Source: an optimization exercise on an open RTL-to-GDS flow (aim: small area and a short achievable clock period). Production flows keep margins and buffers that such runs may drop. RTL that was checked went through simulation tests only; none was proved equivalent to the original. No functional check of the RTL was part of run 1. Power is estimated from default activity; no workload was simulated.

`flow/run.sh`:
```
#!/bin/bash
# synth_recipe.tcl (not shown) runs the flow's synth.tcl, then flattens the netlist and writes it again
# the make line also repeats each setting of config.mk as NAME=value (left out here)
make -C /OpenROAD-flow-scripts/flow DESIGN_CONFIG=/design/flow/config.mk WORK_HOME=/design/flow/orfs CLKGATE_MAP_FILE= SYNTH_SCRIPT=/design/flow/synth_recipe.tcl finish
```
`flow/config.mk`:
```
export PLATFORM = sky130hd
export DESIGN_NAME = btb_predictor
export DESIGN_NICKNAME = btb_predictor
export VERILOG_FILES = /design/flow/design.v
export SDC_FILE = /design/flow/constraint.sdc
export NUM_CORES = 4
export LEC_CHECK = 0
export CAP_MARGIN = 20
export CORE_MARGIN = 2
export CORE_UTILIZATION = 40
export CTS_CLUSTER_DIAMETER = 80
export CTS_CLUSTER_SIZE = 20
export SETUP_SLACK_MARGIN = 3.0
export SLEW_MARGIN = 20
export SYNTH_HIERARCHICAL = 1
```
`flow/constraint.sdc`:
```
create_clock -name core_clock -period 9.0 [get_ports {clk}]
set_input_delay 1.8000 -clock core_clock [delete_from_list [all_inputs] [get_ports {clk}]]
set_output_delay 1.8000 -clock core_clock [all_outputs]
set_load 0.01 [all_outputs]
```
`flow/design.v`:
```
package btb_predictor_pkg;
  localparam int BTB_ENTRIES = 64;
  localparam int ADDR_BUS    = 32;
  typedef enum logic [1:0] {
    SNT = 2'b00,
    WNT = 2'b01,
    WT  = 2'b10,
    ST  = 2'b11
  } ctr_e;
  localparam ctr_e CTR_RESET = WNT;
  localparam ctr_e CTR_ALLOC = WT;
endpackage
import btb_predictor_pkg::*;
module btb_sat_ctr
(
  input  btb_predictor_pkg::ctr_e i_ctr,
  input  logic i_taken,
  output btb_predictor_pkg::ctr_e o_ctr
);
  always_comb begin
    o_ctr = i_ctr;
    if (i_taken) begin
      if (i_ctr != ST) o_ctr = btb_predictor_pkg::ctr_e'(i_ctr + 2'd1);
    end else begin
      if (i_ctr != SNT) o_ctr = btb_predictor_pkg::ctr_e'(i_ctr - 2'd1);
    end
  end
endmodule
module btb_dec
(
  input  logic [5:0]  i_idx,
  output logic [63:0] o_sel
);
  logic [5:0] w_idx_n;
  logic [7:0] w_lo_n, w_hi_n;
  assign w_idx_n = ~i_idx;
  for (genvar j = 0; j < 8; j++) begin : g_pre
    btb_nand3 u_lo (.i_a({j[2] ? i_idx[2] : w_idx_n[2],
                          j[1] ? i_idx[1] : w_idx_n[1],
                          j[0] ? i_idx[0] : w_idx_n[0]}), .o_y(w_lo_n[j]));
    btb_nand3 u_hi (.i_a({j[2] ? i_idx[5] : w_idx_n[5],
                          j[1] ? i_idx[4] : w_idx_n[4],
                          j[0] ? i_idx[3] : w_idx_n[3]}), .o_y(w_hi_n[j]));
  end
  for (genvar i = 0; i < 64; i++) begin : g_sel
    btb_nor2 u_sel (.i_a({w_hi_n[i/8], w_lo_n[i%8]}), .o_y(o_sel[i]));
  end
endmodule
module btb_aoi3
(
  input  logic [2:0] i_sel,
  input  logic [2:0] i_d,
  output logic       o_n
);
  assign o_n = ~|(i_sel & i_d);
endmodule
module btb_nor2 (input logic [1:0] i_a, output logic o_y);
  assign o_y = ~|i_a;
endmodule
module btb_nand2 (input logic [1:0] i_a, output logic o_y);
  assign o_y = ~&i_a;
endmodule
module btb_nand3 (input logic [2:0] i_a, output logic o_y);
  assign o_y = ~&i_a;
endmodule
module btb_nand4 (input logic [3:0] i_a, output logic o_y);
  assign o_y = ~&i_a;
endmodule
module btb_nor3 (input logic [2:0] i_a, output logic o_y);
  assign o_y = ~|i_a;
endmodule
module btb_xnor2 (input logic i_a, input logic i_b, output logic o_y);
  assign o_y = ~(i_a ^ i_b);
endmodule
module btb_aoi21 (input logic [1:0] i_a, input logic i_b, output logic o_y);
  assign o_y = ~(&i_a | i_b);
endmodule
module btb_rd_bit
(
  input  logic [63:0] i_sel,
  input  logic [63:0] i_d,
  output logic [1:0]  o_n
);
  logic [21:0] w_l;
  logic [5:0]  w_g;
  for (genvar g = 0; g < 21; g++) begin : g_leaf
    btb_aoi3 u_leaf (.i_sel(i_sel[3*g +: 3]), .i_d(i_d[3*g +: 3]), .o_n(w_l[g]));
  end
  btb_nand2 u_leaf_last (.i_a({i_sel[63], i_d[63]}), .o_y(w_l[21]));
  btb_nand4 u_g0 (.i_a(w_l[3:0]),   .o_y(w_g[0]));
  btb_nand4 u_g1 (.i_a(w_l[7:4]),   .o_y(w_g[1]));
  btb_nand3 u_g2 (.i_a(w_l[10:8]),  .o_y(w_g[2]));
  btb_nand4 u_g3 (.i_a(w_l[14:11]), .o_y(w_g[3]));
  btb_nand4 u_g4 (.i_a(w_l[18:15]), .o_y(w_g[4]));
  btb_nand3 u_g5 (.i_a(w_l[21:19]), .o_y(w_g[5]));
  btb_nor3 u_h0 (.i_a(w_g[2:0]), .o_y(o_n[0]));
  btb_nor3 u_h1 (.i_a(w_g[5:3]), .o_y(o_n[1]));
endmodule
module btb_rd
#(
  parameter int W = 24
) (
  input  logic [63:0]     i_sel,
  input  logic [64*W-1:0] i_data,
  output logic [2*W-1:0]  o_n
);
  for (genvar b = 0; b < W; b++) begin : g_bit
    logic [63:0] w_col;
    for (genvar i = 0; i < 64; i++) begin : g_col
      assign w_col[i] = i_data[i*W + b];
    end
    btb_rd_bit u_bit (.i_sel(i_sel), .i_d(w_col), .o_n(o_n[2*b +: 2]));
  end
endmodule
import btb_predictor_pkg::*;
module btb_predictor
#(
  parameter int ENTRIES = BTB_ENTRIES
) (
  input  logic                clk,
  input  logic                rst,
  input  logic [ADDR_BUS-1:0] pc,
  output logic                btb_pre_taken,
  output logic [ADDR_BUS-1:0] btb_pre_addr,
  input  logic                update_en,
  input  logic [ADDR_BUS-1:0] update_pc,
  input  logic                update_taken,
  input  logic [ADDR_BUS-1:0] update_target,
  input  logic                invalidate
);
  localparam int IDX_W = $clog2(ENTRIES);
  localparam int TAG_W = 30 - IDX_W;
  localparam int LW    = TAG_W + 31;   
  localparam int UW    = TAG_W + 3;    
  logic [ENTRIES-1:0] r_valid;
  logic [1:0]         r_ctr [ENTRIES];
  logic [TAG_W-1:0]   r_tag [ENTRIES];
  logic [29:0]        r_tgt [ENTRIES];
  logic [TAG_W-1:0]   w_tag, w_u_tag;
  logic [ENTRIES-1:0] w_sel, w_u_sel;
  assign w_tag   = pc[31:IDX_W+2];
  assign w_u_tag = update_pc[31:IDX_W+2];
  btb_dec u_dec_l (.i_idx(pc[IDX_W+1:2]),        .o_sel(w_sel));
  btb_dec u_dec_u (.i_idx(update_pc[IDX_W+1:2]), .o_sel(w_u_sel));
  logic [ENTRIES*LW-1:0] w_l_data;
  logic [ENTRIES*UW-1:0] w_u_data;
  always_comb begin
    for (int i = 0; i < ENTRIES; i++) begin
      w_l_data[i*LW +: LW] = {r_valid[i] & r_ctr[i][1], r_tgt[i], r_tag[i]};
      w_u_data[i*UW +: UW] = {r_valid[i], r_ctr[i], r_tag[i]};
    end
  end
  logic [2*LW-1:0] w_l_n;
  btb_rd #(.W(LW)) u_rd_l (.i_sel(w_sel), .i_data(w_l_data), .o_n(w_l_n));
  logic [TAG_W-1:0] w_l_tag, w_eq;
  for (genvar b = 0; b < TAG_W; b++) begin : g_eq
    btb_nand2 u_rd (.i_a(w_l_n[2*b +: 2]), .o_y(w_l_tag[b]));
    btb_xnor2 u_eq (.i_a(w_l_tag[b]), .i_b(w_tag[b]), .o_y(w_eq[b]));
  end
  logic       w_l_vt;
  logic [5:0] w_eq_n;
  logic [1:0] w_eq_h;
  logic       w_miss;
  btb_nand2 u_vt (.i_a(w_l_n[2*(LW-1) +: 2]), .o_y(w_l_vt));
  for (genvar g = 0; g < 6; g++) begin : g_eq4
    btb_nand4 u_eq4 (.i_a(w_eq[4*g +: 4]), .o_y(w_eq_n[g]));
  end
  btb_nor3  u_eqh0 (.i_a(w_eq_n[2:0]), .o_y(w_eq_h[0]));
  btb_nor3  u_eqh1 (.i_a(w_eq_n[5:3]), .o_y(w_eq_h[1]));
  btb_nand3 u_miss (.i_a({w_l_vt, w_eq_h}), .o_y(w_miss));
  assign btb_pre_taken = ~w_miss;
  for (genvar b = 0; b < 30; b++) begin : g_addr
    btb_aoi21 u_addr (.i_a(w_l_n[2*(TAG_W+b) +: 2]), .i_b(w_miss), .o_y(btb_pre_addr[b+2]));
  end
  assign btb_pre_addr[1:0] = 2'b00;
  logic [2*UW-1:0] w_u_n;
  logic [UW-1:0]   w_u_rd;
  btb_rd #(.W(UW)) u_rd_u (.i_sel(w_u_sel), .i_data(w_u_data), .o_n(w_u_n));
  always_comb begin
    for (int b = 0; b < UW; b++) w_u_rd[b] = ~&w_u_n[2*b +: 2];
  end
  logic w_u_hit;
  assign w_u_hit = w_u_rd[UW-1] && (w_u_rd[TAG_W-1:0] == w_u_tag);
  btb_predictor_pkg::ctr_e w_u_ctr_inc;
  btb_sat_ctr u_sat_ctr (
    .i_ctr   (btb_predictor_pkg::ctr_e'(w_u_rd[TAG_W +: 2])),
    .i_taken (update_taken),
    .o_ctr   (w_u_ctr_inc)
  );
  logic       w_do, w_wr_tt, w_wr_ctr, w_wr_v;
  logic [1:0] w_ctr_nxt;
  assign w_do      = !invalidate && update_en;
  assign w_wr_tt   = w_do && update_taken;
  assign w_wr_ctr  = w_do && (w_u_hit || update_taken);
  assign w_wr_v    = w_do && !w_u_hit && update_taken;
  assign w_ctr_nxt = w_u_hit ? w_u_ctr_inc : CTR_ALLOC;
  always_ff @(posedge clk or posedge rst) begin
    if (rst) begin
      r_valid <= '0;
    end else if (invalidate) begin
      r_valid <= '0;
    end else begin
      for (int i = 0; i < ENTRIES; i++)
        if (w_wr_v && w_u_sel[i]) r_valid[i] <= 1'b1;
    end
  end
  always_ff @(posedge clk) begin
    for (int i = 0; i < ENTRIES; i++) begin
      if (w_wr_ctr && w_u_sel[i]) r_ctr[i] <= w_ctr_nxt;
      if (w_wr_tt && w_u_sel[i]) begin
        r_tag[i] <= w_u_tag;
        r_tgt[i] <= update_target[31:2];
      end
    end
  end
endmodule
```
==> results of run 1 <==
[flip-flops by register name, indices dropped and copies added, names as in the netlist]
register and count:
r_tgt 1920, r_tag 1536, r_valid 64, r_ctr 128
[layout by cell type, fill, tap and decap left out, types with 6 or more instances in the layout]
master | Yosys | routed
a21oi_1 | 19 | 19
a21oi_4 | 0 | 30
a222oi_1 | 1722 | 1722
and2_1 | 66 | 64
and3_1 | 19 | 19
buf_12 | 0 | 38
buf_2 | 10 | 39
buf_4 | 6 | 383
buf_6 | 0 | 55
buf_8 | 0 | 9
bufbuf_16 | 0 | 8
clkbuf_1 | 21 | 41
clkbuf_16 | 0 | 216
clkdlybuf4s50_1 | 0 | 27
clkinv_2 | 0 | 65
dfrtp_1 | 64 | 64
diode_2 | 0 | 6
dlymetal6s2s_1 | 0 | 6
edfxtp_1 | 3584 | 3584
inv_1 | 144 | 71
nand2_1 | 242 | 240
nand3_1 | 198 | 174
nand3_2 | 0 | 8
nand3_4 | 0 | 16
nand4_1 | 337 | 337
nor2_1 | 192 | 63
nor2_2 | 0 | 48
nor2_4 | 0 | 81
nor3_2 | 166 | 151
nor3_4 | 0 | 15
nor4_1 | 10 | 6
o22ai_1 | 64 | 64
xnor2_1 | 29 | 25
[repair_timing]
action,in CTS,in global routing
pin swaps,52,28
endpoints found under the setup margin,351,348
gates cloned,11,0
endpoints found under the hold margin,0,0
buffers inserted,42,7
resized for setup,373,37
[worst register-to-register path: stages (launching register included)]
cell      delay (ns)
edfxtp_1        0.39
a222oi_1        0.45
nand4_1         0.51
nor3_4          0.45
a21oi_1         0.13
nor4_2          0.49
nand4_1         0.24
o41a_2          0.54
buf_6           0.29
nor2_1          0.31
[cell usage after synthesis (all sizes together)]
library cell,count,area (um^2)
maj3,2,22.5
nor2,192,721
nor3,166,1660
nand3,198,991
edfxtp,3584,108000
a21oi,49,358
clkbuf,21,78.8
nand2b,1,6.26
nor4,10,62.6
xnor2,29,254
conb,1,3.75
and3,19,119
and2,66,413
nor2b,1,6.26
inv,144,541
nand4,337,2110
buf,16,95.1
a211oi,1,7.51
a222oi,1722,17200
nand2,242,908
o22ai,64,400
o41a,1,11.3
dfrtp,64,1600
[power by group]
| group | leakage (nW) | switching [W] | internal, W |
|---|---|---|---|
| combinational | 10.4 | 0.000928 | 0.000287 |
| sequential | 33.4 | 0.0000130 | 0.0186 |
| clock | 2.81 | 0.00531 | 0.00446 |
| total | 46.6 | 0.00625 | 0.0234 |
[per-stage QoR]
step	cell area, um^2	cells	total power (W)	setup slack [ns]	utilization (%)
final	153000	12300	0.0297	1.15	45.5
after global placement	145000	11900	0.0201	-0.0446	43.2
after global routing	153000	12200	0.0303	1.35	45.5
after detailed placement	145000	11900	0.0202	-0.0533	43.2
after CTS	153000	12200	0.0296	1.56	45.4
after floorplan	135000	6931	0.0194	1.46	-
[Yosys stat by module (local to each module, per instance), a selection]
module	cells inside	flip-flops and latches	area (um^2)
btb_dec	6	0	22.5
btb_nor3	1	0	10.0
btb_sat_ctr	3	0	26.3
btb_xnor2	1	0	8.76
btb_nand2	1	0	3.75
btb_nand4	1	0	6.26
btb_nor2	1	0	3.75
btb_nand3	1	0	5.00
btb_aoi21	1	0	8.76
btb_predictor	4207	3648	112000
[layout make-up]
type | instances | area, um^2
Fill cell | 28300 | 183000
Inverter | 144 | 646
Clock inverter | 10 | 179
Tap cell | 4515 | 5650
Timing Repair Buffer | 570 | 5330
Clock buffer | 259 | 5590
Sequential cell | 3648 | 109000
Antenna cell | 6 | 15.0
Multi-Input combinational cell | 3102 | 26700
[cells by family (layout without fill, tap and decap cells)]
logic type,count (synthesis),after routing,synth area share [%]
flip-flops,3648,3648,80.8
XOR/XNOR,29,29,0.188
other,1,8,0.00277
AND/OR/NAND/NOR,1232,1232,5.17
adder cells (fa/ha/maj),2,2,0.0167
buffers and inverters,181,983,0.528
AO/OA/AOI/OAI,1837,1837,13.3
[worst paths after layout]
| kind | from | end | slack, ns | cells after the start |
|---|---|---|---|---|
| setup / recovery | pc[5] | btb_pre_addr[7] | 1.15 | 18 |
| hold reg to reg | r_valid[46]$_DFFE_PP0P_ | r_valid[46]$_DFFE_PP0P_ | 0.56 | 2 |
| max in group asynchronous | rst | r_valid[34]$_DFFE_PP0P_ | 6.83 | 3 |
| min in group asynchronous | rst | r_valid[25]$_DFFE_PP0P_ | 1.51 | 3 |
| setup reg to reg | r_tag[48][0]$_DFFE_PP_ | r_ctr[44][1]$_DFFE_PP_ | 4.88 | 9 |
| hold / removal | r_valid[46]$_DFFE_PP0P_ | r_valid[46]$_DFFE_PP0P_ | 0.56 | 2 |
[routing by layer]
metal	up-vias	global-route usage (%)	wire length (um)
li1	34100	-	-
met5	-	0.294	292
met4	26	12.3	25500
met1	44900	35.7	168000
met3	1105	8.67	73900
met2	7629	39.7	207000
==> out/summary.txt, run 1 <==
status - finished clean
hold slack - 0.556 ns
CTS tree - yes
Total Wirelength - 475000 um
Die ar. - 0.343 mm^2
gr usage total - 26.7%
setup TNS - 0 ns
Die Width - 585 um
HPWL after detailed placement - 275000 um
Total Nets Final - 7777
CTS Sinks - 3648
Critical Path Max Stage Delay - 0.62 ns
Worst Setup End Kind - output pin
Yosys cell types - 25
Worst Path Max Fanout - 8
max_cap viols - 0
number of synthesized register bits - 3648
WP buf/inv - 7
vias post-DR - 87800
Max Clk Rate - 0.127 GHz
largest net degree at the start of global routing - 67
Via density - 7.16
first-pass GRT wire length - 646000 um
Worst setup SP type - primary input
mapped cell area - 0.135 mm^2
Clock Latency Late Sink - 0.93 ns
DR pass1 iterations - 14
number of global-route vias before repair - 82700
Vert. Die Dim - 585 um
WP data arrival - 6.05 ns
Synth Area per Inst - 19.5 um^2
hold buffers post-CTS - 0
sequential share of the synthesized area - 80.8%
Clock H-tree levels - 4
maximum VDD drop - 0.000168 V
Worst-path clk slew - 0.08 ns
leakage power total - 46.6 nW
initial core utilization - 40.2%
WL per Instance - 38.8 um
cts bufs inserted - 210
Cell Pwr Density - 193 mW/mm^2
largest delay contributor family on the critical path - simple AND/OR/NAND/NOR gates
Mapped Cells - 6930
clock root buffer - clkbuf_16
Setup Crit Path Kind - in2out
drt first-iter violations - 22700
Min-Delay Path Class - reg2reg
crit path max-delay cell type - nor3_4
final setup fails - 0
Cell Rows - 213
max_slew headroom - 18.9%
Residual DRC - 0
share of post-route cells with drive strength above 1 - 15.6%
final-report max-slew violation count - 0
Synth Warn # - 11
gpl congestion - 0.921
Fin. Hold Viols - 0
ANT nets after route - 0
cell mode on critical path - buf_12
Worst-Margin Slew - 1.21 ns
port buffer count - 125
minimum clock period - 7.85 ns
Boundary Pins - 134
RSZ-0062 raised after global routing - true
GRT overflow - 0
synthesis-to-finish area growth - 13.4%
fin crit share - 87.2%
initial antenna violation count - 23
Longest Clk Path Bufs - 4
Final Skew - 0.0664 ns
required time worst endpoint - 7.20 ns
Core ar. - 0.337 mm^2
worst-path cell chain - buf_12 > inv_6 > nand3_4 > buf_12 > nor2_4 > buf_4 > a222oi_1 > nand4_1 > nor3_4 > nand2_2 > xnor2_2 > nand4_1 > nor3_2 > nand3_4 > buf_12 > buf_16 > a21oi_4 > buf_6
==> run 2: changes to the inputs <==
--- a/flow/design.v
+++ b/flow/design.v
@@ -113,2 +113,45 @@
   end
+endmodule
+module btb_match
+(
+  input  logic [23:0] i_tag,
+  input  logic [23:0] i_ptag,
+  input  logic        i_sel,
+  input  logic        i_vt,
+  output logic        o_match_n
+);
+  logic [23:0] w_eq;
+  logic [5:0]  w_n;
+  logic [1:0]  w_h;
+  for (genvar k = 0; k < 24; k++) begin : g_eq
+    btb_xnor2 u_eq (.i_a(i_tag[k]), .i_b(i_ptag[k]), .o_y(w_eq[k]));
+  end
+  for (genvar g = 0; g < 6; g++) begin : g_n
+    btb_nand4 u_n (.i_a(w_eq[4*g +: 4]), .o_y(w_n[g]));
+  end
+  btb_nor3  u_h0 (.i_a(w_n[2:0]), .o_y(w_h[0]));
+  btb_nor3  u_h1 (.i_a(w_n[5:3]), .o_y(w_h[1]));
+  btb_nand4 u_m  (.i_a({w_h, i_sel, i_vt}), .o_y(o_match_n));
+endmodule
+module btb_none
+(
+  input  logic [63:0] i_n,
+  output logic        o_none
+);
+  logic [15:0] w_a;
+  logic [7:0]  w_b;
+  logic [1:0]  w_c;
+  for (genvar g = 0; g < 16; g++) begin : g_a
+    btb_nand4 u_a (.i_a(i_n[4*g +: 4]), .o_y(w_a[g]));
+  end
+  for (genvar g = 0; g < 8; g++) begin : g_b
+    btb_nor2 u_b (.i_a(w_a[2*g +: 2]), .o_y(w_b[g]));
+  end
+  for (genvar g = 0; g < 2; g++) begin : g_c
+    btb_nand4 u_c (.i_a(w_b[4*g +: 4]), .o_y(w_c[g]));
+  end
+  btb_nor2 u_d (.i_a(w_c), .o_y(o_none));
+endmodule
+module btb_nor4 (input logic [3:0] i_a, output logic o_y);
+  assign o_y = ~|i_a;
 endmodule
@@ -132,3 +175,2 @@
   localparam int TAG_W = 30 - IDX_W;
-  localparam int LW    = TAG_W + 31;   
   localparam int UW    = TAG_W + 3;    
@@ -144,33 +186,27 @@
   btb_dec u_dec_u (.i_idx(update_pc[IDX_W+1:2]), .o_sel(w_u_sel));
-  logic [ENTRIES*LW-1:0] w_l_data;
+  logic [ENTRIES-1:0]    w_match_n;
+  logic [ENTRIES*30-1:0] w_l_data;
+  logic                  w_miss;
+  for (genvar i = 0; i < ENTRIES; i++) begin : g_match
+    btb_match u_match (
+      .i_tag     (r_tag[i]),
+      .i_ptag    (w_tag),
+      .i_sel     (w_sel[i]),
+      .i_vt      (r_valid[i] & r_ctr[i][1]),
+      .o_match_n (w_match_n[i])
+    );
+    assign w_l_data[i*30 +: 30] = r_tgt[i];
+  end
+  btb_none u_none (.i_n(w_match_n), .o_none(w_miss));
+  logic [59:0] w_l_n;
+  btb_rd #(.W(30)) u_rd_l (.i_sel(w_sel), .i_data(w_l_data), .o_n(w_l_n));
+  assign btb_pre_taken = ~w_miss;
+  for (genvar b = 0; b < 30; b++) begin : g_addr
+    btb_aoi21 u_addr (.i_a(w_l_n[2*b +: 2]), .i_b(w_miss), .o_y(btb_pre_addr[b+2]));
+  end
+  assign btb_pre_addr[1:0] = 2'b00;
   logic [ENTRIES*UW-1:0] w_u_data;
   always_comb begin
-    for (int i = 0; i < ENTRIES; i++) begin
-      w_l_data[i*LW +: LW] = {r_valid[i] & r_ctr[i][1], r_tgt[i], r_tag[i]};
-      w_u_data[i*UW +: UW] = {r_valid[i], r_ctr[i], r_tag[i]};
-    end
-  end
-  logic [2*LW-1:0] w_l_n;
-  btb_rd #(.W(LW)) u_rd_l (.i_sel(w_sel), .i_data(w_l_data), .o_n(w_l_n));
-  logic [TAG_W-1:0] w_l_tag, w_eq;
-  for (genvar b = 0; b < TAG_W; b++) begin : g_eq
-    btb_nand2 u_rd (.i_a(w_l_n[2*b +: 2]), .o_y(w_l_tag[b]));
-    btb_xnor2 u_eq (.i_a(w_l_tag[b]), .i_b(w_tag[b]), .o_y(w_eq[b]));
-  end
-  logic       w_l_vt;
-  logic [5:0] w_eq_n;
-  logic [1:0] w_eq_h;
-  logic       w_miss;
-  btb_nand2 u_vt (.i_a(w_l_n[2*(LW-1) +: 2]), .o_y(w_l_vt));
-  for (genvar g = 0; g < 6; g++) begin : g_eq4
-    btb_nand4 u_eq4 (.i_a(w_eq[4*g +: 4]), .o_y(w_eq_n[g]));
-  end
-  btb_nor3  u_eqh0 (.i_a(w_eq_n[2:0]), .o_y(w_eq_h[0]));
-  btb_nor3  u_eqh1 (.i_a(w_eq_n[5:3]), .o_y(w_eq_h[1]));
-  btb_nand3 u_miss (.i_a({w_l_vt, w_eq_h}), .o_y(w_miss));
-  assign btb_pre_taken = ~w_miss;
-  for (genvar b = 0; b < 30; b++) begin : g_addr
-    btb_aoi21 u_addr (.i_a(w_l_n[2*(TAG_W+b) +: 2]), .i_b(w_miss), .o_y(btb_pre_addr[b+2]));
-  end
-  assign btb_pre_addr[1:0] = 2'b00;
+    for (int i = 0; i < ENTRIES; i++) w_u_data[i*UW +: UW] = {r_valid[i], r_ctr[i], r_tag[i]};
+  end
   logic [2*UW-1:0] w_u_n;
==> run 2 against run 1 <==
Still clean. Area after synthesis grew 7.8%. Die area grew 7.8%. Clock-buffer cell count grew 56. Final area grew 8.2%. Wire length grew 2.2%. Flip-flop and latch count is the same. Clock power is essentially flat. Register-to-register slack gained 0.02 ns. Power grew 2.7%. Setup slack gained 1.3 ns. Synthesized cell count grew 19%. Critical path type unchanged.
==> out/summary.txt, run 2 <==
internal power - 0.0238 W (was 0.0234 W)
gpl congestion - 0.930 (was 0.921)
leakage power total - 49.5 nW (was 46.6 nW)
sequential share of power - 61.3% (was 62.9%)
GRT overflow - 0 (unchanged)
synth cell count leaders - edfxtp_1 (3584), xnor2_1 (1541), a222oi_1 (1197), nand4_1 (697), nor3_2 (242) (was edfxtp_1 (3584), a222oi_1 (1722), nand4_1 (337), nand2_1 (242), nand3_1 (198))
Core ar. - 0.363 mm^2 (was 0.337 mm^2)
clock root buffer - clkbuf_16 (unchanged)
initial core utilization - 40.2% (about the same)
largest net degree at the start of global routing - 67 (unchanged)
number of global-route vias before repair - 86300 (was 82700)
Die Width - 608 um (was 585 um)
mapped cell area - 0.146 mm^2 (was 0.135 mm^2)
placed cell area - 0.156 mm^2 (was 0.145 mm^2)
ANT nets after route - 0 (unchanged)
sequential share of the synthesized area - 74.9% (was 80.8%)
fin crit share - 72.4% (was 87.2%)
Reg2Reg Setup Slack - 4.90 ns (was 4.88 ns)
Longest Clk Path Bufs - 4 (unchanged)
Crit. Startpoint - pc[18] (was pc[5])
Clock Latency Late Sink - 0.93 ns (about the same)
gr usage total - 25.3% (was 26.7%)
Critical Path Max Stage Delay - 0.47 ns (was 0.62 ns)
Clock power frac - 32.9% (was 33.0%)
Cell Rows - 221 (was 213)
most frequent cells in the layout - edfxtp_1 (3584), xnor2_1 (1528), a222oi_1 (1197), nand4_1 (697), buf_4 (364) (was edfxtp_1 (3584), a222oi_1 (1722), buf_4 (383), nand4_1 (337), nand2_1 (240))
final-report max-slew violation count - 0 (unchanged)
largest reg by FF count - r_tgt (unchanged)
WP buf/inv - 5 (was 7)
Mapped Cells - 8261 (was 6930)
reg2reg end - r_ctr[62][1]$_DFFE_PP_ (was r_ctr[44][1]$_DFFE_PP_)
crit path max-delay cell type - nand4_1 (was nor3_4)
Synth Flop Type - edfxtp_1 (unchanged)
top cell type by total area after synthesis - edfxtp_1 (unchanged)
Synth Warn # - 14 (was 11)
WP data arrival - 4.71 ns (was 6.05 ns)
top cells by area, synth - edfxtp_1 (74%), xnor2_1 (9.3%), a222oi_1 (8.2%), nand4_1 (3.0%), nor3_2 (1.7%) (was edfxtp_1 (80%), a222oi_1 (13%), nand4_1 (1.6%), nor3_2 (1.2%), dfrtp_1 (1.2%))
Final Skew - 0.0635 ns (was 0.0664 ns)
number of flip-flops in the largest register - 1920 (unchanged)
worst-path cell chain - buf_16 > xnor2_2 > nand4_1 > nor3_4 > nand4_1 > nand4_1 > nor2_4 > nand4_1 > nor2_4 > buf_12 > buf_16 > buf_4 > a21oi_4 > buf_6 (was buf_12 > inv_6 > nand3_4 > buf_12 > nor2_4 > buf_4 > a222oi_1 > nand4_1 > nor3_4 > nand2_2 > xnor2_2 > nand4_1 > nor3_2 > nand3_4 > buf_12 > buf_16 > a21oi_4 > buf_6)
switch share - 21.8% (was 21.1%)
drt first-iter violations - 18200 (was 22700)
first-pass GRT wire length - 669000 um (was 646000 um)
HPWL after detailed placement - 301000 um (was 275000 um)
cts bufs inserted - 214 (was 210)
initial antenna violation count - 25 (was 23)
commonest non-fill, non-tap cell in the layout - edfxtp_1 (unchanged)
synthesis-to-finish area growth - 13.7% (was 13.4%)
Logic pwr share - 5.8% (was 4.1%)
RSZ-0062 raised after global routing - true (unchanged)
Worst Path Max Fanout - 6 (was 8)
vias post-DR - 90200 (was 87800)
Fin. Hold Viols - 0 (unchanged)
Vert. Die Dim - 608 um (was 585 um)
Fillers - 30800 (was 28300)
max_cap viols - 0 (unchanged)
Yosys cell types - 25 (unchanged)
Synth Area per Inst - 17.7 um^2 (was 19.5 um^2)
final setup fails - 0 (unchanged)
status - finished clean (unchanged)
Total Nets Final - 9133 (was 7777)
Worst Setup End Kind - output pin (unchanged)
required time worst endpoint - 7.20 ns (about the same)
number of synthesized register bits - 3648 (unchanged)
largest delay contributor family on the critical path - simple AND/OR/NAND/NOR gates (unchanged)
Boundary Pins - 134 (unchanged)
maximum VDD drop - 0.000147 V (was 0.000168 V)
CTS Sinks - 3648 (unchanged)
Die ar. - 0.369 mm^2 (was 0.343 mm^2)
share of post-route cells with drive strength above 1 - 14.6% (was 15.6%)
port buffer count - 125 (unchanged)
Worst-path clk slew - 0.09 ns (was 0.08 ns)
reg2reg path depth - 10 (was 9)
top-count cell post-synth - edfxtp_1 (unchanged)
Cell Pwr Density - 184 mW/mm^2 (was 193 mW/mm^2)
hold buffers post-CTS - 0 (unchanged)
Residual DRC - 0 (unchanged)
CP endpoint - btb_pre_addr[27] (was btb_pre_addr[7])
biggest regs - r_tgt x1920, r_tag x1536, r_ctr x128 (unchanged)
Max Clk Rate - 0.154 GHz (was 0.127 GHz)
post-synth top area share - 73.8% (was 79.6%)
Worst setup SP type - primary input (unchanged)
max_slew headroom - 24.1% (was 18.9%)
Async S/R FF share, synth - 1.75% (unchanged)
Setup Crit Path Kind - in2out (unchanged)
Clock H-tree levels - 4 (unchanged)
WL per Instance - 34.8 um (was 38.8 um)
WP depth - 14 (was 18)
Final Instance Area - 0.166 mm^2 (was 0.153 mm^2)
Worst R2R Start - r_tag[18][16]$_DFFE_PP_ (was r_tag[48][0]$_DFFE_PP_)
minimum clock period - 6.51 ns (was 7.85 ns)
CTS tree - yes (unchanged)
DR pass1 iterations - 13 (was 14)
Min-Delay Path Class - reg2reg (unchanged)
setup TNS - 0 ns (unchanged)
Post-synth EDFFs - 3584 (unchanged)
Worst-Margin Slew - 1.14 ns (was 1.21 ns)
Total Wirelength - 485000 um (was 475000 um)
NetSw - 0.00665 W (was 0.00625 W)
cell mode on critical path - nand4_1 (was buf_12)
Via density - 6.46 (was 7.16)
## run 2: cell count changes after synthesis
cell      change
nand3_1      -51
nand2_1      -50
nor3_2       +76
a222oi_1    -525
xnor2_1    +1512
nor2_1        +9
nand4_1     +360
## run 2: how the worst min path moves through the flow
stage,startpoint,end,slack (ns),cells after the start
after global placement,r_valid[62]$_DFFE_PP0P_,r_valid[62]$_DFFE_PP0P_,0.53,2
after detailed placement,r_valid[46]$_DFFE_PP0P_,r_valid[46]$_DFFE_PP0P_,0.54,2
after floorplan,r_valid[34]$_DFFE_PP0P_,r_valid[34]$_DFFE_PP0P_,0.51,2
after global routing,r_valid[46]$_DFFE_PP0P_,r_valid[46]$_DFFE_PP0P_,0.57,2
final,r_valid[46]$_DFFE_PP0P_,r_valid[46]$_DFFE_PP0P_,0.55,2
after CTS,r_valid[46]$_DFFE_PP0P_,r_valid[46]$_DFFE_PP0P_,0.55,2
## run 2: kinds of logic after synthesis
logic type,count (synthesis),share of synthesized area [%]
flip-flops,3648,74.9
AND/OR/NAND/NOR,1576,6.58
XOR/XNOR,1541,9.26
AO/OA/AOI/OAI,1312,8.75
buffers and inverters,181,0.490
adder cells (fa/ha/maj),2,0.0154
other,1,0.00257
## run 2: what timing repair did
item	4_1_cts	5_1_grt
pin swaps	79	33
gates resized for setup	527	42
cloned	21	0
endpoints found under the setup margin	351	351
buffers inserted	52	19
## run 2: power by group through the flow
stage	Combinational, W	Sequential (W)	Clock [W]
floorplan	0.000608	0.0191	0
global placement	0.00152	0.0191	0
detailed placement	0.00155	0.0191	0
CTS	0.00172	0.0187	0.0101
global route	0.00182	0.0187	0.0107
finish	0.00176	0.0187	0.0100
## run 2: metrics by stage
stage | utilization, % | hold slack, ns | setup WS (ns) | total power [W] | cells
after global routing | 45.7 | 0.566 | 2.55 | 0.0312 | 13900
after floorplan | - | 0.515 | 3.02 | 0.0197 | 8262
after global placement | 43.1 | 0.528 | 0.919 | 0.0206 | 13500
after CTS | 45.6 | 0.550 | 2.66 | 0.0305 | 13900
after detailed placement | 43.1 | 0.537 | 0.925 | 0.0206 | 13500
final | 45.7 | 0.554 | 2.49 | 0.0304 | 14000
## run 2: per-module statistics from Yosys (local to each module, per instance), a selection
| module | cell area, um^2 | cells | times used | flops+latches |
|---|---|---|---|---|
| btb_aoi3 | 10.0 | 1 | 1197 | 0 |
| btb_nand3 | 5.00 | 1 | 146 | 0 |
| btb_nor2 | 3.75 | 1 | 137 | 0 |
| btb_nand2 | 3.75 | 1 | 57 | 0 |
| btb_aoi21 | 8.76 | 1 | 30 | 0 |
| btb_predictor | 112000 | 4207 | 1 | 3648 |
| btb_nor3 | 10.0 | 1 | 242 | 0 |
| btb_nand4 | 6.26 | 1 | 694 | 0 |
| btb_xnor2 | 8.76 | 1 | 1536 | 0 |
| btb_sat_ctr | 26.3 | 3 | 1 | 0 |
## run 2: area by class of cell
class	count	area, um^2	share of cell area [%]
antenna	14	35.0	0.0211
clock buffer	315	5850	3.53
clock inverter	17	228	0.137
inverter	144	577	0.348
multi-input combinational	4434	37500	22.6
sequential	3648	109000	65.9
tap	4794	6000	3.62
timing repair buffer	590	6380	3.85
## run 2: layer usage
layer / wire, um / track usage, %
met1: 189000 / 35.3
met2: 217000 / 39.0
met3: 57900 / 5.50
met4: 20900 / 9.38
met5: 152 / 0
## run 2: worst min-delay path, cell delays in order (launching register included)
cell and delay (ns):
dfrtp_1 0.40, inv_1 0.06, o22ai_1 0.06
==> run 3: changes to the inputs <==
--- a/flow/config.mk
+++ b/flow/config.mk
@@ -10,4 +10,4 @@
 export CORE_UTILIZATION = 40
-export CTS_CLUSTER_DIAMETER = 80
-export CTS_CLUSTER_SIZE = 20
+export CTS_CLUSTER_DIAMETER = 100
+export CTS_CLUSTER_SIZE = 24
 export SETUP_SLACK_MARGIN = 3.0
==> run 3 against run 2 <==
Area after synthesis is the same. Clock skew shrank 0.011 ns. Cell count shrank 0.47%. Non-clock buffer count grew 12. Global-route usage shrank 0.079 points. Die area is the same. Power shrank 3.3%. Via count grew 0.11%. Sequential share of layout area grew 0.24 points. Largest cell class unchanged. Largest power group unchanged.
==> out/summary.txt, run 3 <==
Cell Pwr Density - 178 mW/mm^2 (was 184 mW/mm^2)
initial antenna violation count - 27 (was 25)
RSZ-0062 raised after global routing - true (unchanged)
hold_sp - r_valid[46]$_DFFE_PP0P_ (unchanged)
required time worst endpoint - 7.20 ns (about the same)
number of global-route vias before repair - 86100 (was 86300)
Synth Warn # - 14 (unchanged)
initial core utilization - 40.2% (unchanged)
Post-synth EDFFs - 3584 (unchanged)
Reg area - 0.109 mm^2 (unchanged)
CTS tree - yes (unchanged)
Worst Path Max Fanout - 18 (was 6)
Clock H-tree levels - 4 (unchanged)
WP data arrival - 4.60 ns (was 4.71 ns)
vias post-DR - 90300 (was 90200)
Worst setup SP type - primary input (unchanged)
reg2reg path depth - 10 (unchanged)
Via density - 6.50 (was 6.46)
CTS Sinks - 3648 (unchanged)
final-report max-slew violation count - 0 (unchanged)
Residual DRC - 0 (unchanged)
top cells by area, synth - edfxtp_1 (74%), xnor2_1 (9.3%), a222oi_1 (8.2%), nand4_1 (3.0%), nor3_2 (1.7%) (unchanged)
status - finished clean (unchanged)
max_slew headroom - 23.8% (was 24.1%)
hold slack - 0.556 ns (was 0.554 ns)
GRT overflow - 0 (unchanged)
clock root buffer - clkbuf_16 (unchanged)
Synth Flop Type - edfxtp_1 (unchanged)
gpl congestion - 0.930 (unchanged)
drt first-iter violations - 18300 (was 18200)
Yosys cell types - 25 (unchanged)
gr usage total - 25.3% (about the same)
DR pass1 iterations - 13 (unchanged)
Min-Delay Path Class - reg2reg (unchanged)
Worst Setup End Kind - output pin (unchanged)
Longest Clk Path Bufs - 4 (unchanged)
Die ar. - 0.369 mm^2 (unchanged)
Synth Area per Inst - 17.7 um^2 (unchanged)
sequential share of the synthesized area - 74.9% (unchanged)
synthesis-to-finish area growth - 13.3% (was 13.7%)
biggest regs - r_tgt x1920, r_tag x1536, r_ctr x128 (unchanged)
HPWL after detailed placement - 301000 um (unchanged)
post-synth top area share - 73.8% (unchanged)
WL per Instance - 35.2 um (was 34.8 um)
synth cell count leaders - edfxtp_1 (3584), xnor2_1 (1541), a222oi_1 (1197), nand4_1 (697), nor3_2 (242) (unchanged)
cts bufs inserted - 178 (was 214)
port buffer count - 125 (unchanged)
Mapped Cells - 8261 (unchanged)
setup TNS - 0 ns (unchanged)
Worst-path clk slew - 0.10 ns (was 0.09 ns)
max_cap viols - 0 (unchanged)
minimum clock period - 6.40 ns (was 6.51 ns)
Reg2Reg Setup Slack - 4.84 ns (was 4.90 ns)
Async S/R FF share, synth - 1.75% (unchanged)
top cell type by total area after synthesis - edfxtp_1 (unchanged)
Die Width - 608 um (unchanged)
Fin. Hold Viols - 0 (unchanged)
first-pass GRT wire length - 667000 um (was 669000 um)
ANT nets after route - 0 (unchanged)
Worst-Margin Slew - 1.14 ns (about the same)
Total Wirelength - 488000 um (was 485000 um)
number of flip-flops in the largest register - 1920 (unchanged)
Cell Rows - 221 (unchanged)
share of post-route cells with drive strength above 1 - 14.4% (was 14.6%)
Core ar. - 0.363 mm^2 (unchanged)
Hold Path End - r_valid[46]$_DFFE_PP0P_ (unchanged)
top-count cell post-synth - edfxtp_1 (unchanged)
multi-input logic area - 0.0376 mm^2 (was 0.0375 mm^2)
Setup Crit Path Kind - in2out (unchanged)
final setup fails - 0 (unchanged)
Max Clk Rate - 0.156 GHz (was 0.154 GHz)
maximum VDD drop - 0.000159 V (was 0.000147 V)
Clock Latency Late Sink - 0.91 ns (was 0.93 ns)
fin crit share - 71.2% (was 72.4%)
Final Skew - 0.0523 ns (was 0.0635 ns)
Vert. Die Dim - 608 um (unchanged)
Worst R2R Start - r_tag[6][4]$_DFFE_PP_ (was r_tag[18][16]$_DFFE_PP_)
Boundary Pins - 134 (unchanged)
largest reg by FF count - r_tgt (unchanged)
WHS Path Cells - 2 (unchanged)
number of synthesized register bits - 3648 (unchanged)
Total Nets Final - 9109 (was 9133)
most frequent cells in the layout - edfxtp_1 (3584), xnor2_1 (1520), a222oi_1 (1197), nand4_1 (697), buf_4 (343) (was edfxtp_1 (3584), xnor2_1 (1528), a222oi_1 (1197), nand4_1 (697), buf_4 (364))
reg2reg end - r_ctr[8][1]$_DFFE_PP_ (was r_ctr[62][1]$_DFFE_PP_)
commonest non-fill, non-tap cell in the layout - edfxtp_1 (unchanged)
largest net degree at the start of global routing - 67 (unchanged)
mapped cell area - 0.146 mm^2 (unchanged)
Fillers - 30900 (was 30800)
leakage power total - 49.2 nW (was 49.5 nW)
run 3: cell count changes in the layout (fill, tap and decap cells not counted), moves of 3 or more:
cell	before	now
clkinv_8	3	0
buf_6	53	65
xnor2_1	1528	1520
buf_16	36	40
clkinv_2	10	7
xnor2_2	10	18
diode_2	14	9
buf_4	364	343
buf_8	19	11
buf_12	44	58
clkbuf_16	219	195
inv_8	3	0
clkbuf_1	95	71
run 3: worst max-delay path by stage:
stage,slack (ns),cells after the start,from,endpoint
2_1_floorplan,3.02,9,pc[5],btb_pre_taken
4_1_cts,2.66,13,pc[12],btb_pre_addr[14]
6_report,2.60,15,pc[27],btb_pre_addr[9]
5_1_grt,2.62,15,pc[16],btb_pre_addr[14]
3_3_place_gp,0.92,11,pc[3],btb_pre_addr[13]
3_5_place_dp,0.93,10,pc[2],btb_pre_addr[13]
run 3: cells by family (layout without fill, tap and decap cells):
kind of cell	count (synthesis)	count (layout)	share of synthesized area [%]
compound gates	1312	1313	8.75
xor+xnor	1541	1541	9.26
fa+ha+maj	2	2	0.0154
other cells	1	11	0.00257
simple gates	1576	1576	6.58
buf+inv	181	1006	0.490
flops	3648	3648	74.9
run 3: through the flow:
stage	util [%]	instance area, um^2	power (W)	std cells	setup slack [ns]
finish	45.6	165000	0.0294	13900	2.60
floorplan	-	146000	0.0197	8262	3.02
CTS	45.3	164000	0.0294	13800	2.66
global route	45.6	165000	0.0301	13900	2.62
global placement	43.1	156000	0.0206	13500	0.919
detailed placement	43.1	156000	0.0206	13500	0.925
run 3: layout make-up:
cell class | instances | share of cell area, %
tap | 4794 | 3.63
sequential | 3648 | 66.1
timing repair buffer | 602 | 4.17
inverter | 144 | 0.345
antenna | 9 | 0.0136
clock buffer | 256 | 2.95
multi-input combinational | 4434 | 22.8
clock inverter | 4 | 0.0197
run 3: worst max-delay path: stages:
cell	delay [ns]
buf_16	0.20
buf_16	0.21
xnor2_1	0.14
nand4_1	0.18
nor3_4	0.28
nand4_1	0.29
nand4_1	0.19
nor2_1	0.07
nand4_1	0.30
nor2_4	0.07
buf_12	0.17
buf_12	0.15
buf_16	0.15
a21oi_4	0.18
buf_2	0.16
run 3: where the power goes:
group	leakage, nW	internal (W)	switching (W)	total (W)
logic	13.4	0.000585	0.00121	0.00180
clock network	2.36	0.00378	0.00519	0.00898
registers	33.4	0.0186	0.0000157	0.0187
run 3: per-layer routing:
metal  wire (um)  GRT usage [%]  share of wire [%]
met1      191000           35.3                 39
met2      220000           39.1                 45
met3       57500           5.35                 12
met4       19600           8.95                4.0
met5          22              0             0.0045
run 3: timing repair:
action / CTS / global route
hold buffers: 0 / 0
endpoints found under the setup margin: 351 / 351
buffers inserted: 50 / 21
resized for setup: 524 / 95
pin swaps: 80 / 78
cloned: 21 / 12
run 3: Yosys stat by module, one instance, submodules excluded, excerpt:
module / flops+latches / area (um^2) / cells inside / times used
btb_aoi21: 0 / 8.76 / 1 / 30
btb_aoi3: 0 / 10.0 / 1 / 1197
btb_dec: 0 / 22.5 / 6 / 2
btb_nand2: 0 / 3.75 / 1 / 57
btb_nand3: 0 / 5.00 / 1 / 146
btb_nand4: 0 / 6.26 / 1 / 694
btb_nor2: 0 / 3.75 / 1 / 137
btb_nor3: 0 / 10.0 / 1 / 242
btb_predictor: 3648 / 112000 / 4207 / 1
btb_sat_ctr: 0 / 26.3 / 3 / 1
btb_xnor2: 0 / 8.76 / 1 / 1536
==> run 4: changes to the inputs <==
--- a/flow/design.v
+++ b/flow/design.v
@@ -136,5 +136,7 @@
 module btb_none
-(
-  input  logic [63:0] i_n,
-  output logic        o_none
+#(
+  parameter int NC = 4
+) (
+  input  logic [63:0]   i_n,
+  output logic [NC-1:0] o_none
 );
@@ -142,3 +144,2 @@
   logic [7:0]  w_b;
-  logic [1:0]  w_c;
   for (genvar g = 0; g < 16; g++) begin : g_a
@@ -149,6 +150,8 @@
   end
-  for (genvar g = 0; g < 2; g++) begin : g_c
-    btb_nand4 u_c (.i_a(w_b[4*g +: 4]), .o_y(w_c[g]));
-  end
-  btb_nor2 u_d (.i_a(w_c), .o_y(o_none));
+  for (genvar c = 0; c < NC; c++) begin : g_copy
+    logic [1:0] w_c;
+    btb_nand4 u_c0 (.i_a(w_b[3:0]), .o_y(w_c[0]));
+    btb_nand4 u_c1 (.i_a(w_b[7:4]), .o_y(w_c[1]));
+    btb_nor2  u_d  (.i_a(w_c), .o_y(o_none[c]));
+  end
 endmodule
@@ -188,3 +191,3 @@
   logic [ENTRIES*30-1:0] w_l_data;
-  logic                  w_miss;
+  logic [3:0]            w_miss;
   for (genvar i = 0; i < ENTRIES; i++) begin : g_match
@@ -199,8 +202,8 @@
   end
-  btb_none u_none (.i_n(w_match_n), .o_none(w_miss));
+  btb_none #(.NC(4)) u_none (.i_n(w_match_n), .o_none(w_miss));
   logic [59:0] w_l_n;
   btb_rd #(.W(30)) u_rd_l (.i_sel(w_sel), .i_data(w_l_data), .o_n(w_l_n));
-  assign btb_pre_taken = ~w_miss;
+  assign btb_pre_taken = ~w_miss[0];
   for (genvar b = 0; b < 30; b++) begin : g_addr
-    btb_aoi21 u_addr (.i_a(w_l_n[2*b +: 2]), .i_b(w_miss), .o_y(btb_pre_addr[b+2]));
+    btb_aoi21 u_addr (.i_a(w_l_n[2*b +: 2]), .i_b(w_miss[b/8]), .o_y(btb_pre_addr[b+2]));
   end
==> run 4 against run 3 <==
Global-route usage grew 1.4 points. Still clean on timing, DRC and antenna. Highest routed layer unchanged. Sequential share of layout area shrank 0.80 points. Clock power grew 1%. Largest cell class unchanged. Critical path depth shrank 1. Power grew 0.67%.
==> out/summary.txt, run 4 <==
Die ar. - 0.370 mm^2 (was 0.369 mm^2)
WP data arrival - 4.49 ns (was 4.60 ns)
GRT overflow - 0 (unchanged)
met3 usage - 6.16% (was 5.35%)
Hold Path End - r_valid[52]$_DFFE_PP0P_ (was r_valid[46]$_DFFE_PP0P_)
setup TNS - 0 ns (unchanged)
Final Skew - 0.0811 ns (was 0.0523 ns)
Cell Rows - 221 (unchanged)
Via density - 6.59 (was 6.50)
most frequent cells in the layout - edfxtp_1 (3584), xnor2_1 (1509), a222oi_1 (1197), nand4_1 (703), buf_4 (353) (was edfxtp_1 (3584), xnor2_1 (1520), a222oi_1 (1197), nand4_1 (697), buf_4 (343))
Worst R2R Start - r_tag[0][23]$_DFFE_PP_ (was r_tag[6][4]$_DFFE_PP_)
fin worst setup slack - 2.71 ns (was 2.60 ns)
total power - 0.0296 W (was 0.0294 W)
RSZ-0062 raised after global routing - true (unchanged)
pre-CTS setup slack - 0.870 ns (was 0.925 ns)
cell mode on critical path - nand4_1 (unchanged)
Boundary Pins - 134 (unchanged)
clock root buffer - clkbuf_16 (unchanged)
hold_sp - r_valid[52]$_DFFE_PP0P_ (was r_valid[46]$_DFFE_PP0P_)
GR Util met1 - 36.1% (was 35.3%)
Fin. Hold Viols - 0 (unchanged)
max_cap viols - 0 (unchanged)
cts bufs inserted - 177 (was 178)
Worst-Margin Slew - 1.15 ns (was 1.14 ns)
sequential share of the synthesized area - 74.9% (about the same)
largest reg by FF count - r_tgt (unchanged)
XOR/XNOR Fraction of Synth Area - 9.25% (was 9.26%)
Clock Latency Late Sink - 0.94 ns (was 0.91 ns)
Total Nets Final - 9200 (was 9109)
required time worst endpoint - 7.20 ns (about the same)
post-synthesis compound-gate area fraction - 8.75% (about the same)
Reg2Reg Setup Slack - 4.61 ns (was 4.84 ns)
first-pass GRT wire length - 698000 um (was 667000 um)
Adder-Cell Fraction of Synth Area - 0.0154% (about the same)
Residual DRC - 0 (unchanged)
initial core utilization - 40.2% (about the same)
largest net degree at the start of global routing - 67 (unchanged)
Yosys cell types - 25 (unchanged)
status - finished clean (unchanged)
WL per Instance - 36.6 um (was 35.2 um)
Max Clk Rate - 0.159 GHz (was 0.156 GHz)
CTS tree - yes (unchanged)
final-report max-slew violation count - 0 (unchanged)
number of global-route vias before repair - 87600 (was 86100)
vias post-DR - 92000 (was 90300)
DR pass1 iterations - 8 (was 13)
Vert. Die Dim - 608 um (about the same)
Worst-path clk slew - 0.10 ns (about the same)
dpl cells - 13500 (about the same)
Critical Path Max Stage Delay - 0.38 ns (was 0.30 ns)
largest delay contributor family on the critical path - simple AND/OR/NAND/NOR gates (unchanged)
Synth Warn # - 14 (unchanged)
gr usage total - 26.7% (was 25.3%)
Clock H-tree levels - 4 (unchanged)
Synth Flop Type - edfxtp_1 (unchanged)
reg2reg end - r_valid[31]$_DFFE_PP0P_ (was r_ctr[8][1]$_DFFE_PP_)
top cells by area, synth - edfxtp_1 (74%), xnor2_1 (9.3%), a222oi_1 (8.2%), nand4_1 (3.0%), nor3_2 (1.7%) (unchanged)
port buffer count - 125 (unchanged)
post-synthesis mux area share - 0% (unchanged)
ANT nets after route - 0 (unchanged)
Async S/R FF share, synth - 1.75% (unchanged)
WHS Path Cells - 2 (unchanged)
gpl congestion - 0.965 (was 0.930)
worst-path cell chain - buf_16 > buf_16 > xnor2_2 > nand4_1 > nor3_2 > nand4_1 > nand4_1 > nor2_4 > buf_12 > nand4_1 > nor2_4 > buf_12 > a21oi_4 > buf_6 (was buf_16 > buf_16 > xnor2_1 > nand4_1 > nor3_4 > nand4_1 > nand4_1 > nor2_1 > nand4_1 > nor2_4 > buf_12 > buf_12 > buf_16 > a21oi_4 > buf_2)
maximum VDD drop - 0.000184 V (was 0.000159 V)
main combinational cell family by area after synthesis - XOR/XNOR gates (unchanged)
number of flip-flops in the largest register - 1920 (unchanged)
non-filler cells, final - 14000 (was 13900)
reg2reg path depth - 11 (was 10)
final setup fails - 0 (unchanged)
GRT busiest layer - met2 (unchanged)
Synth Area per Inst - 17.6 um^2 (was 17.7 um^2)
Longest Clk Path Bufs - 4 (unchanged)
Worst Setup End Kind - output pin (unchanged)
Final Util - 46.1% (was 45.6%)
Post-Synth Simple-Gate Area - 6.61% (was 6.58%)
Worst setup SP type - primary input (unchanged)
synth cell count leaders - edfxtp_1 (3584), xnor2_1 (1541), a222oi_1 (1197), nand4_1 (703), nor3_2 (242) (was edfxtp_1 (3584), xnor2_1 (1541), a222oi_1 (1197), nand4_1 (697), nor3_2 (242))
minimum clock period - 6.29 ns (was 6.40 ns)
fin crit share - 69.9% (was 71.2%)
leakage power total - 50.3 nW (was 49.2 nW)
top-count cell post-synth - edfxtp_1 (unchanged)
max_slew headroom - 23.3% (was 23.8%)
WP buf/inv - 5 (was 6)
commonest non-fill, non-tap cell in the layout - edfxtp_1 (unchanged)
drt first-iter violations - 19000 (was 18300)
Cell Pwr Density - 177 mW/mm^2 (was 178 mW/mm^2)
biggest regs - r_tgt x1920, r_tag x1536, r_ctr x128 (unchanged)
synthesis-to-finish area growth - 14.7% (was 13.3%)
Die Width - 608 um (about the same)
crit path max-delay cell type - nand4_1 (unchanged)
Mapped Cells - 8270 (was 8261)
initial antenna violation count - 26 (was 27)
Post-synth EDFFs - 3584 (unchanged)
post-synth top area share - 73.8% (about the same)
top cell type by total area after synthesis - edfxtp_1 (unchanged)
CTS Sinks - 3648 (unchanged)
Core ar. - 0.363 mm^2 (about the same)
Setup Crit Path Kind - in2out (unchanged)
Min-Delay Path Class - reg2reg (unchanged)
Worst Path Max Fanout - 8 (was 18)
number of synthesized register bits - 3648 (unchanged)
Total Wirelength - 512000 um (was 488000 um)
mapped cell area - 0.146 mm^2 (about the same)
share of post-route cells with drive strength above 1 - 15.6% (was 14.4%)
GRT met2 Usage - 41.5% (was 39.1%)
HPWL after detailed placement - 310000 um (was 301000 um)
-- run 4: cell families (layout without fill, tap and decap cells) --
logic type | Yosys count | count (layout)
other cells | 1 | 10
flops | 3648 | 3648
simple gates | 1585 | 1586
buf+inv | 181 | 1072
xor+xnor | 1541 | 1541
compound gates | 1312 | 1313
fa+ha+maj | 2 | 2
-- run 4: power breakdown --
part,internal (W),total (W),leakage (nW),switching (W)
Sequential,0.0186,0.0187,33.4,0.0000158
Combinational,0.000631,0.00189,14.5,0.00126
Clock,0.00377,0.00908,2.38,0.00531
Total,0.0230,0.0296,50.3,0.00659
-- run 4: worst max path at each step --
stage,startpoint,to,slack (ns),cells past startpoint
2_1_floorplan,update_pc[7],r_ctr[0][0]$_DFFE_PP_,3.09,12
3_3_place_gp,pc[2],btb_pre_addr[22],0.92,13
3_5_place_dp,pc[2],btb_pre_addr[11],0.87,13
4_1_cts,pc[19],btb_pre_addr[8],2.85,15
5_1_grt,pc[19],btb_pre_addr[11],2.75,15
6_report,pc[18],btb_pre_addr[15],2.71,14
-- run 4: final cells by class --
class                   count  area (um^2)
inverters                 144          582
fillers                 30900       196000
multi-input cells        4444        38000
clock inverters            13          219
flip-flops and latches   3648       109000
diodes                      8         20.0
clock buffers             231         4700
well taps                4794         6000
repair buffers            684         8480
-- run 4: metal layers --
layer	vias to the layer above	wire length, um
met3	873	64200
li1	37000	-
met5	-	48
met2	6490	231000
met4	6	24800
met1	47600	191000
-- run 4: timing repair --
item	CTS	global route
gates resized for setup	687	58
setup buffers	130	14
setup endpoints to repair	351	351
pin swaps	221	77
hold buffers	0	0
cloned	44	2
-- run 4: stage by stage --
step | hold slack [ns] | cell area [um^2]
floorplan | 0.515 | 146000
detailed placement | 0.540 | 156000
global route | 0.582 | 167000
global placement | 0.528 | 156000
finish | 0.555 | 167000
CTS | 0.555 | 167000
-- run 4: Yosys stat by module, one instance, submodules excluded, excerpt --
| module | times used | cells |
|---|---|---|
| btb_sat_ctr | 1 | 3 |
| btb_aoi3 | 1197 | 1 |
| btb_xnor2 | 1536 | 1 |
| btb_nor3 | 242 | 1 |
| btb_nor2 | 140 | 1 |
| btb_predictor | 1 | 4207 |
| btb_dec | 2 | 6 |
| btb_nand2 | 57 | 1 |
| btb_aoi21 | 30 | 1 |
| btb_nand3 | 146 | 1 |
| btb_nand4 | 700 | 1 |
-- run 4: worst reg2reg max path, delay by kind of cell (launching register included) --
family	cells	cell delay [ns]
DFF	1	0.44
and+or+nand+nor	5	1.91
buffers and inverters	3	0.88
AOI/OAI and AO/OA	3	0.98

## separate check: timing with driven ports
How much do the figures lean on ideal ports? The routed layouts below were timed once more, with nothing changed but the port constraints.
Step 1 (the two cells are an assumption about what drives the block):
set clk [get_ports {clk}]
set_driving_cell -lib_cell sky130_fd_sc_hd__clkbuf_16 $clk
set_driving_cell -lib_cell sky130_fd_sc_hd__buf_2 [delete_from_list [all_inputs] $clk]
Step 2 adds t to the input delays and takes it off the output delays; t is the mean of the earliest and latest rising clock arrival at the registers after step 1. Input paths then give back, and output paths get back, about the clock's delay inside the block.
a / b / c = no drivers / after step 1 / after step 2; a / b = the first two.
run	t (ns)	setup WS [ns]	hold WS [ns]	latest minus earliest clock arrival (ns)	cell pins on the clock port's net
run 1	0.996	1.149 / 0.901 / 0.901	0.556 / 0.556 / 0.556	0.082 / 0.082	1
run 2	1.011	2.485 / 2.235 / 2.048	0.554 / 0.554 / 0.554	0.082 / 0.082	1
run 3	1.004	2.595 / 2.376 / 1.992	0.556 / 0.556 / 0.556	0.071 / 0.071	1
run 4	1.006	2.705 / 2.457 / 1.914	0.555 / 0.555 / 0.555	0.085 / 0.085	1
After both steps setup and hold are still met in every run listed. For run 4, which loses most, drivers alone change the setup slack by -0.248 ns; drivers and shift together by -0.791 ns.
